From an optimization exercise on the open Yosys and OpenROAD flow, aimed at small area, a short achievable clock period and few clock cycles; shortcuts taken in it are not production practice. At most, simulation tests tie the RTL to the original design; equivalence was not proved. No activity file was given, so power comes from the tool's default toggle rates.

==> run D <==
==> flow/design.v (excerpt) <==
module udp_bridge_top #(
	parameter udp_bridge_pkg::mac_addr_t LOCAL_MAC       = udp_bridge_pkg::DEF_LOCAL_MAC,
	parameter udp_bridge_pkg::ip_addr_t  LOCAL_IP        = udp_bridge_pkg::DEF_LOCAL_IP,
	parameter udp_bridge_pkg::ip_addr_t  BCAST_IP        = udp_bridge_pkg::DEF_BCAST_IP,
	parameter udp_bridge_pkg::udp_port_t LOCAL_PORT      = udp_bridge_pkg::DEF_LOCAL_PORT,
	parameter int                        FIFO_ADDR_WIDTH = 4
) (
	input  logic                         clk,
	input  logic                         rst_n,
	input  logic                         tx_axis_tvalid,
	output logic                         tx_axis_tready,
	input  udp_bridge_pkg::stream_data_t tx_axis_tdata,
	input  udp_bridge_pkg::stream_keep_t tx_axis_tkeep,
	input  logic                         tx_axis_tlast,
	output logic                         rx_axis_tvalid,
	input  logic                         rx_axis_tready,
	output udp_bridge_pkg::stream_data_t rx_axis_tdata,
	output udp_bridge_pkg::stream_keep_t rx_axis_tkeep,
	output logic                         rx_axis_tlast,
	output logic                         udp_tx_tvalid,
	output logic                         udp_tx_tlast,
	output udp_bridge_pkg::stream_keep_t udp_tx_tkeep,
	output udp_bridge_pkg::stream_data_t udp_tx_tdata,
	output udp_bridge_pkg::mac_addr_t    udp_tx_mac_src,
	output udp_bridge_pkg::mac_addr_t    udp_tx_mac_dest,
	output udp_bridge_pkg::ip_addr_t     udp_tx_ip_src,
	output udp_bridge_pkg::ip_addr_t     udp_tx_ip_dest,
	output udp_bridge_pkg::udp_port_t    udp_tx_port_src,
	output udp_bridge_pkg::udp_port_t    udp_tx_port_dest,
	input  logic                         udp_tx_tready,
	input  logic                         udp_rx_tvalid,
	input  logic                         udp_rx_tlast,
	input  udp_bridge_pkg::stream_keep_t udp_rx_tkeep,
	input  udp_bridge_pkg::stream_data_t udp_rx_tdata,
	input  udp_bridge_pkg::mac_addr_t    udp_rx_mac_src,
	input  udp_bridge_pkg::ip_addr_t     udp_rx_ip_src,
	input  udp_bridge_pkg::ip_addr_t     udp_rx_ip_dest,
	input  udp_bridge_pkg::udp_port_t    udp_rx_port_src,
	input  udp_bridge_pkg::udp_port_t    udp_rx_port_dest,
	output logic                         udp_rx_tready
);
==> module udp_bridge_top, before the edit <==
module udp_bridge_top #(
	parameter udp_bridge_pkg::mac_addr_t LOCAL_MAC       = udp_bridge_pkg::DEF_LOCAL_MAC,
	parameter udp_bridge_pkg::ip_addr_t  LOCAL_IP        = udp_bridge_pkg::DEF_LOCAL_IP,
	parameter udp_bridge_pkg::ip_addr_t  BCAST_IP        = udp_bridge_pkg::DEF_BCAST_IP,
	parameter udp_bridge_pkg::udp_port_t LOCAL_PORT      = udp_bridge_pkg::DEF_LOCAL_PORT,
	parameter int                        FIFO_ADDR_WIDTH = 4
) (
	input  logic                         clk,
	input  logic                         rst_n,
	input  logic                         tx_axis_tvalid,
	output logic                         tx_axis_tready,
	input  udp_bridge_pkg::stream_data_t tx_axis_tdata,
	input  udp_bridge_pkg::stream_keep_t tx_axis_tkeep,
	input  logic                         tx_axis_tlast,
	output logic                         rx_axis_tvalid,
	input  logic                         rx_axis_tready,
	output udp_bridge_pkg::stream_data_t rx_axis_tdata,
	output udp_bridge_pkg::stream_keep_t rx_axis_tkeep,
	output logic                         rx_axis_tlast,
	output logic                         udp_tx_tvalid,
	output logic                         udp_tx_tlast,
	output udp_bridge_pkg::stream_keep_t udp_tx_tkeep,
	output udp_bridge_pkg::stream_data_t udp_tx_tdata,
	output udp_bridge_pkg::mac_addr_t    udp_tx_mac_src,
	output udp_bridge_pkg::mac_addr_t    udp_tx_mac_dest,
	output udp_bridge_pkg::ip_addr_t     udp_tx_ip_src,
	output udp_bridge_pkg::ip_addr_t     udp_tx_ip_dest,
	output udp_bridge_pkg::udp_port_t    udp_tx_port_src,
	output udp_bridge_pkg::udp_port_t    udp_tx_port_dest,
	input  logic                         udp_tx_tready,
	input  logic                         udp_rx_tvalid,
	input  logic                         udp_rx_tlast,
	input  udp_bridge_pkg::stream_keep_t udp_rx_tkeep,
	input  udp_bridge_pkg::stream_data_t udp_rx_tdata,
	input  udp_bridge_pkg::mac_addr_t    udp_rx_mac_src,
	input  udp_bridge_pkg::ip_addr_t     udp_rx_ip_src,
	input  udp_bridge_pkg::ip_addr_t     udp_rx_ip_dest,
	input  udp_bridge_pkg::udp_port_t    udp_rx_port_src,
	input  udp_bridge_pkg::udp_port_t    udp_rx_port_dest,
	output logic                         udp_rx_tready
);
	logic        rx_v;
	logic [72:0] rx_q;
	logic        rx_in_pkt;       
	logic        rx_acc_q;        
	logic        accept;
	logic        pass;
	logic        rx_xfer;
	logic        rx_first_acc;
	assign accept = (udp_rx_port_dest == LOCAL_PORT) &&
	                ((udp_rx_ip_dest == LOCAL_IP) || (udp_rx_ip_dest == BCAST_IP));
	assign pass   = rx_in_pkt ? rx_acc_q : accept;
	assign udp_rx_tready = !rx_v || rx_axis_tready;
	assign rx_xfer       = udp_rx_tvalid && udp_rx_tready;
	assign rx_first_acc  = rx_xfer && !rx_in_pkt && accept;
	always_ff @(posedge clk or negedge rst_n) begin
		if (!rst_n) begin
			rx_v      <= 1'b0;
			rx_in_pkt <= 1'b0;
			rx_acc_q  <= 1'b0;
		end else begin
			if (udp_rx_tready)
				rx_v <= rx_xfer && pass;
			if (rx_xfer) begin
				rx_in_pkt <= !udp_rx_tlast;
				rx_acc_q  <= pass;
			end
		end
	end
	always_ff @(posedge clk) begin
		if (udp_rx_tready)
			rx_q <= {udp_rx_tlast, udp_rx_tkeep, udp_rx_tdata};
	end
	assign rx_axis_tvalid = rx_v;
	assign {rx_axis_tlast, rx_axis_tkeep, rx_axis_tdata} = rx_q;
	udp_bridge_pkg::mac_addr_t peer_mac;
	udp_bridge_pkg::ip_addr_t  peer_ip;
	udp_bridge_pkg::udp_port_t peer_port;
	udp_bridge_pkg::mac_addr_t peer_mac_n;
	udp_bridge_pkg::ip_addr_t  peer_ip_n;
	udp_bridge_pkg::udp_port_t peer_port_n;
	assign peer_mac_n  = rx_first_acc ? udp_rx_mac_src  : peer_mac;
	assign peer_ip_n   = rx_first_acc ? udp_rx_ip_src   : peer_ip;
	assign peer_port_n = rx_first_acc ? udp_rx_port_src : peer_port;
	always_ff @(posedge clk or negedge rst_n) begin
		if (!rst_n) begin
			peer_mac  <= udp_bridge_pkg::BCAST_MAC;
			peer_ip   <= BCAST_IP;
			peer_port <= LOCAL_PORT;
		end else begin
			peer_mac  <= peer_mac_n;
			peer_ip   <= peer_ip_n;
			peer_port <= peer_port_n;
		end
	end
	logic        tx_v;
	logic [72:0] tx_q;
	logic        tx_in_pkt;       
	udp_bridge_pkg::mac_addr_t hdr_mac;
	udp_bridge_pkg::ip_addr_t  hdr_ip;
	udp_bridge_pkg::udp_port_t hdr_port;
	assign tx_axis_tready = !tx_v || udp_tx_tready;
	always_ff @(posedge clk or negedge rst_n) begin
		if (!rst_n) begin
			tx_v      <= 1'b0;
			tx_in_pkt <= 1'b0;
		end else begin
			if (tx_axis_tready)
				tx_v <= tx_axis_tvalid;
			if (tx_axis_tvalid && tx_axis_tready)
				tx_in_pkt <= !tx_axis_tlast;
		end
	end
	always_ff @(posedge clk) begin
		if (tx_axis_tready)
			tx_q <= {tx_axis_tlast, tx_axis_tkeep, tx_axis_tdata};
	end
	always_ff @(posedge clk) begin
		if (tx_axis_tready && !tx_in_pkt) begin
			hdr_mac  <= peer_mac_n;
			hdr_ip   <= peer_ip_n;
			hdr_port <= peer_port_n;
		end
	end
	assign udp_tx_tvalid = tx_v;
	assign {udp_tx_tlast, udp_tx_tkeep, udp_tx_tdata} = tx_q;
	assign udp_tx_mac_src   = LOCAL_MAC;
	assign udp_tx_ip_src    = LOCAL_IP;
	assign udp_tx_port_src  = LOCAL_PORT;
	assign udp_tx_mac_dest  = hdr_mac;
	assign udp_tx_ip_dest   = hdr_ip;
	assign udp_tx_port_dest = hdr_port;
endmodule
==> flow/config.mk <==
export PLATFORM = sky130hd
export DESIGN_NAME = udp_bridge_top
export DESIGN_NICKNAME = udp_bridge_top
export VERILOG_FILES = /design/flow/design.v
export SDC_FILE = /design/flow/constraint.sdc
export NUM_CORES = 4
export LEC_CHECK = 0
export CAP_MARGIN = 20
export CORE_AREA = 2 2 220 220
export DIE_AREA = 0 0 222 222
export SLEW_MARGIN = 20
==> flow/constraint.sdc <==
create_clock -name core_clock -period 5.0 [get_ports {clk}]
set_input_delay 1.0000 -clock core_clock [delete_from_list [all_inputs] [get_ports {clk}]]
set_output_delay 1.0000 -clock core_clock [all_outputs]
set_load 0.01 [all_outputs]
standard.sh (not shown) runs the stock make flow with config.mk's settings and CLKGATE_MAP_FILE= SYNTH_SCRIPT=/design/flow/synth_recipe.tcl, a recipe that flattens the netlist after the stock synthesis.
==> flow/flow/run.sh <==
#!/bin/bash
# The standard ORFS flow (the standard.sh, unchanged synthesis), with:
#  - ports buffered with the smallest buffer instead of the default choice
#  - clock tree built from small clock buffers, without dummy loads
set -uo pipefail
export BUFFER_PORTS_ARGS="-buffer_cell sky130_fd_sc_hd__buf_1"
export CTS_ARGS="-sink_clustering_enable -repair_clock_nets -dont_use_dummy_load -buf_list {sky130_fd_sc_hd__clkbuf_2 sky130_fd_sc_hd__clkbuf_4 sky130_fd_sc_hd__clkbuf_8}"
bash standard.sh finish > standard.log 2>&1
==> run B: changes against run D <==
--- a/flow/design.v
+++ b/flow/design.v
@@ -98,26 +98,22 @@
 	end
 	assign rx_axis_tvalid = rx_v;
 	assign {rx_axis_tlast, rx_axis_tkeep, rx_axis_tdata} = rx_q;
-	udp_bridge_pkg::mac_addr_t peer_mac;
-	udp_bridge_pkg::ip_addr_t  peer_ip;
-	udp_bridge_pkg::udp_port_t peer_port;
+	localparam logic [95:0] PEER_BCAST = {udp_bridge_pkg::BCAST_MAC, BCAST_IP, LOCAL_PORT};
+	logic [95:0] peer;
+	logic [95:0] peer_n;
+	logic        peer_load;
+	logic        peer_keep;
+	assign peer_load = rx_first_acc && rst_n;
+	assign peer_keep = !rx_first_acc && rst_n;
+	assign peer_n    = ({96{peer_load}} & {udp_rx_mac_src, udp_rx_ip_src, udp_rx_port_src}) |
+	                   ({96{peer_keep}} & peer) |
+	                   ({96{!rst_n}} & PEER_BCAST);
+	always_ff @(posedge clk)
+		peer <= peer_n;
 	udp_bridge_pkg::mac_addr_t peer_mac_n;
 	udp_bridge_pkg::ip_addr_t  peer_ip_n;
 	udp_bridge_pkg::udp_port_t peer_port_n;
-	assign peer_mac_n  = rx_first_acc ? udp_rx_mac_src  : peer_mac;
-	assign peer_ip_n   = rx_first_acc ? udp_rx_ip_src   : peer_ip;
-	assign peer_port_n = rx_first_acc ? udp_rx_port_src : peer_port;
-	always_ff @(posedge clk or negedge rst_n) begin
-		if (!rst_n) begin
-			peer_mac  <= udp_bridge_pkg::BCAST_MAC;
-			peer_ip   <= BCAST_IP;
-			peer_port <= LOCAL_PORT;
-		end else begin
-			peer_mac  <= peer_mac_n;
-			peer_ip   <= peer_ip_n;
-			peer_port <= peer_port_n;
-		end
-	end
+	assign {peer_mac_n, peer_ip_n, peer_port_n} = peer_n;
 	logic        tx_v;
 	logic [72:0] tx_q;
 	logic        tx_in_pkt;       
==> flow/flow/run.sh (replaced) <==
#!/bin/bash
# The standard ORFS flow (the standard.sh, unchanged synthesis), with:
#  - ports buffered with the smallest buffer instead of the default choice
#  - clock tree built from larger clusters, without dummy loads
#  - the constant outputs driven from one shared tie cell
set -euo pipefail
export BUFFER_PORTS_ARGS="-buffer_cell sky130_fd_sc_hd__buf_1"
export PLACE_PINS_ARGS="-min_distance 1 -min_distance_in_tracks"
export CTS_ARGS="-sink_clustering_enable -repair_clock_nets -dont_use_dummy_load -sink_clustering_size 30 -sink_clustering_max_diameter 80 -buf_list {sky130_fd_sc_hd__clkbuf_4 sky130_fd_sc_hd__clkbuf_8 sky130_fd_sc_hd__clkbuf_16}"
bash standard.sh floorplan > standard_floorplan.log 2>&1
R=orfs/results/sky130hd/udp_bridge_top/base
printf 'read_db %s\nsource flow/share_ties.tcl\nwrite_db %s\n' $R/2_floorplan.odb $R/2_floorplan.odb > share_ties_run.tcl
openroad -no_init -exit share_ties_run.tcl > share_ties.log 2>&1
bash standard.sh finish > standard.log 2>&1
==> flow/flow/share_ties.tcl (new file) <==
# Drive every constant output from one tie cell: the HI pin of the first
# sky130 conb drives all tie-high nets' loads and its LO pin all tie-low loads;
# the other tie cells are removed.
set db [ord::get_db]
set block [ord::get_db_block]
set hi_net ""
set lo_net ""
set keep ""
set removed 0
foreach inst [$block getInsts] {
  if {[[$inst getMaster] getName] ne "sky130_fd_sc_hd__conb_1"} { continue }
  if {$keep eq ""} { set keep $inst }
}
if {$keep eq ""} { puts "share_ties: no tie cells"; return }
foreach it [$keep getITerms] {
  set n [$it getNet]
  set p [[$it getMTerm] getName]
  if {$p eq "HI"} { if {$n eq "NULL"} { set n [odb::dbNet_create $block "tie_hi_shared"]; $it connect $n }; set hi_net $n }
  if {$p eq "LO"} { if {$n eq "NULL"} { set n [odb::dbNet_create $block "tie_lo_shared"]; $it connect $n }; set lo_net $n }
}
foreach inst [$block getInsts] {
  if {[[$inst getMaster] getName] ne "sky130_fd_sc_hd__conb_1"} { continue }
  if {$inst eq $keep} { continue }
  foreach it [$inst getITerms] {
    set n [$it getNet]
    if {$n eq "NULL"} { continue }
    set p [[$it getMTerm] getName]
    if {$p eq "HI"} { set to $hi_net } elseif {$p eq "LO"} { set to $lo_net } else { continue }
    foreach bt [$n getBTerms] { $bt connect $to }
    foreach lit [$n getITerms] { if {[$lit getInst] ne $inst} { $lit connect $to } }
    $it disconnect
    odb::dbNet_destroy $n
  }
  odb::dbInst_destroy $inst
  incr removed
}
puts "share_ties: removed $removed tie cells; HI loads [llength [$hi_net getBTerms]]+[expr {[llength [$hi_net getITerms]]-1}], LO loads [llength [$lo_net getBTerms]]+[expr {[llength [$lo_net getITerms]]-1}]"
--- a/flow/config.mk
+++ b/flow/config.mk
@@ -5,7 +5,9 @@
 export SDC_FILE = /design/flow/constraint.sdc
 export NUM_CORES = 4
 export LEC_CHECK = 0
+export ABC_AREA = 1
 export CAP_MARGIN = 20
-export CORE_AREA = 2 2 220 220
-export DIE_AREA = 0 0 222 222
+export CORE_AREA = 2 2 143 143
+export DIE_AREA = 0 0 145 145
+export SETUP_SLACK_MARGIN = 2.6
 export SLEW_MARGIN = 20
==> results.txt <==
quantity	run B	run D
Initial antenna violation count	1	7
Required time of the critical path	4000 ps	5370 ps
Met2 routing resource usage after global routing	0.482	0.226
Setup slack after placement	1290 ps	1230 ps
Internal cell power	3.79 mW	4.34 mW
Post-placement cell area	0.0147 mm²	0.0145 mm²
Total detailed-routing wirelength	32300 µm	37400 µm
Vias per cell	5.13	4.03
P_sw	1.05 mW	1.34 mW
Crit path setup slack, layout	2610 ps	1920 ps
Clock power frac	0.272	0.355
Clock buffers created by TritonCTS	15	59
Bufs w/o clock	557	550
Total number of nets in the final design	1788	1475
Outcome	no timing/DRC/antenna violations	no timing/DRC/antenna violations
Testbench counts of run D, summed over its fixed seeds: cycles 8,840.
For run B, only the layout was checked, not whether the RTL still works.

[separate check: timing with driven ports]
The results above use ideal ports. As a check the final layouts listed here were re-extracted and re-timed, cells and wires unchanged.
Step 1 assumes that a clkbuf_16 drives the clock port and a buf_2 every other input.
Step 2, shift: input delay + t, output delay - t, t = (earliest + latest rising clock arrival at the registers) / 2. This alone moves slack from input paths to output paths.
a / b / c = ideal ports / drivers / drivers and shift; a / b = the first two.
| run | shift t [ns] | setup slack, ns | worst setup path at the end | clock arrival spread, ns | worst slew at a driven data input, ns |
|---|---|---|---|---|---|
| run D | 0.643 | 1.918 / 1.936 / 1.294 | input to register | 0.058 / 0.057 | 0.14 |
| run B | 0.524 | 2.614 / 2.556 / 2.240 | input to register | 0.073 / 0.073 | 0.08 |
After both steps setup and hold are still met in every run listed. The setup slack of run D, which loses most, moves by +0.018 ns with the drivers and by -0.624 ns with both steps.
